This is an optimization exercise on Yosys and OpenROAD, whose aim is small area, not a production implementation.
The RTL was checked by simulation tests, not by an equivalence proof against the original design.
Power and IR drop assume default switching activity. No driver is modelled on the clock port, so clocking that relies on it looks cheaper here than on a real chip.

Design aipTop, start of the top module:
module aipTop (
  input  wire logic  clk,
  input  wire logic  rst,
  input  wire logic  en_i,
  input  aipPkg::code_t      configAIP_i,
  input  aipPkg::data_t      dataInAIP_i,
  input  wire logic  writeAIP_i,
  input  wire logic  readAIP_i,
  input  wire logic  startAIP_i,
  output aipPkg::data_t      dataOutAIP_o,
  output logic       intAIP_o,
  input  aipPkg::memAddr_t   rdAddrMemIn0_i,
  input  aipPkg::memAddr_t   rdAddrMemIn1_i,
  input  aipPkg::data_t      wrDataMemOut_i,
  input  aipPkg::memAddr_t   wrAddrMemOut_i,
  input  wire logic  wrEnMemOut_i,
  input  aipPkg::statusBits_t statusIPcore_i,
  input  aipPkg::statusBits_t intIPCore_i,
  output aipPkg::data_t      rdDataMemIn0_o,
  output aipPkg::data_t      rdDataMemIn1_o,
  output aipPkg::data_t      rdDataConfigReg_o,
  output logic       startIPcore_o
);
clock: 6.0 ns
lec_check: 0
cap_margin: 20
core_margin: 2
core_utilization: 60
cts_buf_list: sky130_fd_sc_hd__clkbuf_16
cts_cluster_diameter: 100
cts_cluster_size: 28
setup_slack_margin: 0.15
slew_margin: 20
synth_hierarchical: 1
synth_minimum_keep_size: 0
standard.sh (not shown) runs the stock make flow with config.mk's settings and CLKGATE_MAP_FILE= SYNTH_SCRIPT=/design/flow/synth_recipe.tcl, a recipe that flattens the netlist after the stock synthesis.
==> flow/flow/run.sh <==
#!/bin/bash
# The standard layout with these changes:
# - the port buffers use the smallest buffer cell instead of the delay buffer
#   the port-buffering step picks by default;
# - before global placement, the inverters that drive a word line (write
#   enable or read select, 32 loads) are sized up (flow/presize.tcl), so the
#   repair step does not hang buffer trees on them;
# - clock tree synthesis runs with the same settings as config.mk gives it,
#   but without dummy balancing loads.
set -e
export BUFFER_PORTS_ARGS="-buffer_cell sky130_fd_sc_hd__buf_1"
export PRE_GLOBAL_PLACE_TCL="$PWD/flow/presize.tcl"
export PRESIZE_CELL=sky130_fd_sc_hd__inv_2
export CTS_ARGS="-sink_clustering_enable -repair_clock_nets -sink_clustering_size 28 -sink_clustering_max_diameter 100 -buf_list sky130_fd_sc_hd__clkbuf_16 -dont_use_dummy_load"
bash standard.sh > standard.log 2>&1
==> flow/flow/presize.tcl <==
# Give the decoder inverters that drive a whole word line (a write enable or
# a read select, 16 or more loads) a stronger size up front.
set n_up 0
foreach inst [get_cells *] {
  set m [get_property $inst ref_name]
  if { $m == "sky130_fd_sc_hd__inv_1" || $m == "sky130_fd_sc_hd__clkinv_1" } {
    set pin [get_pins -of_objects $inst -filter "direction==output"]
    set net [get_nets -of_objects $pin]
    set loads [llength [get_pins -of_objects $net -filter "direction==input"]]
    if { $loads >= 16 } {
      replace_cell $inst $::env(PRESIZE_CELL)
      incr n_up
    }
  }
}
puts "presize: resized $n_up word-line inverters to $::env(PRESIZE_CELL)"
The baseline went through all stages and came out clean.
Next try:
--- a/flow/flow/run.sh
+++ b/flow/flow/run.sh
@@ -13,3 +13,3 @@
 export PRESIZE_CELL=sky130_fd_sc_hd__inv_2
-export CTS_ARGS="-sink_clustering_enable -repair_clock_nets -sink_clustering_size 28 -sink_clustering_max_diameter 100 -buf_list sky130_fd_sc_hd__clkbuf_16 -dont_use_dummy_load"
+export CTS_ARGS="-sink_clustering_enable -repair_clock_nets -sink_clustering_size 26 -sink_clustering_max_diameter 80 -buf_list sky130_fd_sc_hd__clkbuf_16 -dont_use_dummy_load"
 bash standard.sh > standard.log 2>&1
CTS_CLUSTER_DIAMETER = 80   (was 100)
CTS_CLUSTER_SIZE = 26   (was 28)
GPL_TIMING_DRIVEN = 0   (was unset)
What happened:
- The new run produced a clean layout
- area after synthesis stays the same
- via count came out lower by 1.2%
- clock-buffer cell count increases by 14
- wire length came out lower by 1.3%
- register-to-register slack gets better by 0.16 ns
- global-route usage shrinks by 0.43 points
- worst hold slack is better by 0.099 ns
- clock power rises by about 5%
- setup slack is worse by 0.25 ns
Next try:
GPL_TIMING_DRIVEN = unset   (was 0)
Utilization decreases by 0.15 points.
Via count increases by about 1.7%.
Wire length increases by about 1.4%.
First-iteration DRC count increases by 4.3%.
Power stays flat.
Cell area hardly moves.
Cell count increases by 0.45%.
Critical path depth increases by 2.
Clock-buffer cell count does not change.
Maximum frequency increases by about 4.3%.
Combinational power stays flat.
Next try:
--- a/flow/flow/run.sh
+++ b/flow/flow/run.sh
@@ -13,3 +13,4 @@
 export PRESIZE_CELL=sky130_fd_sc_hd__inv_2
-export CTS_ARGS="-sink_clustering_enable -repair_clock_nets -sink_clustering_size 26 -sink_clustering_max_diameter 80 -buf_list sky130_fd_sc_hd__clkbuf_16 -dont_use_dummy_load"
+export PRESIZE_DE_CELL=sky130_fd_sc_hd__inv_4
+export CTS_ARGS="-sink_clustering_enable -repair_clock_nets -sink_clustering_size 32 -sink_clustering_max_diameter 60 -buf_list sky130_fd_sc_hd__clkbuf_16 -dont_use_dummy_load"
 bash standard.sh > standard.log 2>&1
==> flow/flow/presize.tcl (replaced) <==
# Give the decoder inverters that drive a word line (a write enable or a read
# select, 16 or more loads) a stronger size up front. Write enables, which
# reach a whole word of flip-flops, get PRESIZE_DE_CELL; read selects get
# PRESIZE_CELL.
set n_up 0
foreach inst [get_cells *] {
  set m [get_property $inst ref_name]
  if { $m == "sky130_fd_sc_hd__inv_1" || $m == "sky130_fd_sc_hd__clkinv_1" } {
    set pin [get_pins -of_objects $inst -filter "direction==output"]
    set net [get_nets -of_objects $pin]
    set sinks [get_pins -of_objects $net -filter "direction==input"]
    if { [llength $sinks] >= 16 } {
      set cell $::env(PRESIZE_CELL)
      foreach s $sinks {
        if { [get_property $s lib_pin_name] == "DE" } {
          set cell $::env(PRESIZE_DE_CELL)
          break
        }
      }
      replace_cell $inst $cell
      incr n_up
    }
  }
}
puts "presize: resized $n_up word-line inverters"
CTS_CLUSTER_DIAMETER = 60   (was 80)
CTS_CLUSTER_SIZE = 32   (was 26)
Utilization rose by 0.30 points. Maximum frequency fell by 1.2%. Die area is unchanged. Count of clock-buffer cells in the layout rose by 27. Non-clock buffer count fell by 37. Clock power rose by about 9%. Final cell count barely changes. Critical path depth does not change. Area after synthesis is unchanged.
Next try:
--- a/flow/flow/run.sh
+++ b/flow/flow/run.sh
@@ -13,4 +13,3 @@
 export PRESIZE_CELL=sky130_fd_sc_hd__inv_2
-export PRESIZE_DE_CELL=sky130_fd_sc_hd__inv_4
-export CTS_ARGS="-sink_clustering_enable -repair_clock_nets -sink_clustering_size 32 -sink_clustering_max_diameter 60 -buf_list sky130_fd_sc_hd__clkbuf_16 -dont_use_dummy_load"
+export CTS_ARGS="-sink_clustering_enable -repair_clock_nets -sink_clustering_size 30 -sink_clustering_max_diameter 100 -buf_list sky130_fd_sc_hd__clkbuf_16 -dont_use_dummy_load"
 bash standard.sh > standard.log 2>&1
==> flow/flow/presize.tcl (replaced) <==
# Give the decoder inverters that drive a whole word line (a write enable or
# a read select, 16 or more loads) a stronger size up front.
set n_up 0
foreach inst [get_cells *] {
  set m [get_property $inst ref_name]
  if { $m == "sky130_fd_sc_hd__inv_1" || $m == "sky130_fd_sc_hd__clkinv_1" } {
    set pin [get_pins -of_objects $inst -filter "direction==output"]
    set net [get_nets -of_objects $pin]
    set loads [llength [get_pins -of_objects $net -filter "direction==input"]]
    if { $loads >= 16 } {
      replace_cell $inst $::env(PRESIZE_CELL)
      incr n_up
    }
  }
}
puts "presize: resized $n_up word-line inverters to $::env(PRESIZE_CELL)"
CTS_CLUSTER_DIAMETER = 100   (was 60)
CTS_CLUSTER_SIZE = 30   (was 32)
The new run completed with no timing, DRC or antenna violations.
Clock-buffer cell count is lower by 57.
Final area is lower by 1.1%.
Power is lower by 5.3%.

separate check: timing with driven ports:
The results above use ideal ports. As a check the final layouts listed here were re-extracted and re-timed, cells and wires unchanged. Step 1 assumes that a clkbuf_16 drives the clock port and a buf_2 every other input. Step 2, shift: input delay + t, output delay - t, t = (earliest + latest rising clock arrival at the registers) / 2. This alone moves slack from input paths to output paths. Three values: ideal, step 1, step 2; two values: the first two.
run | t, ns | slack for setup (ns) | pins driven straight from the clock port
the first run | 0.893 | 0.712 / 0.622 / 0.848 | 1
the second run | 0.909 | 0.466 / 0.441 / 0.441 | 1
the third run | 0.901 | 0.692 / 0.602 / 0.840 | 1
the fourth run | 0.918 | 0.630 / 0.541 / 0.917 | 1
the fifth run | 0.883 | 0.731 / 0.642 / 0.828 | 1
After both steps setup and hold are still met in every run listed. For the second run, which loses most, drivers alone change the setup slack by -0.025 ns; drivers and shift together by -0.025 ns.
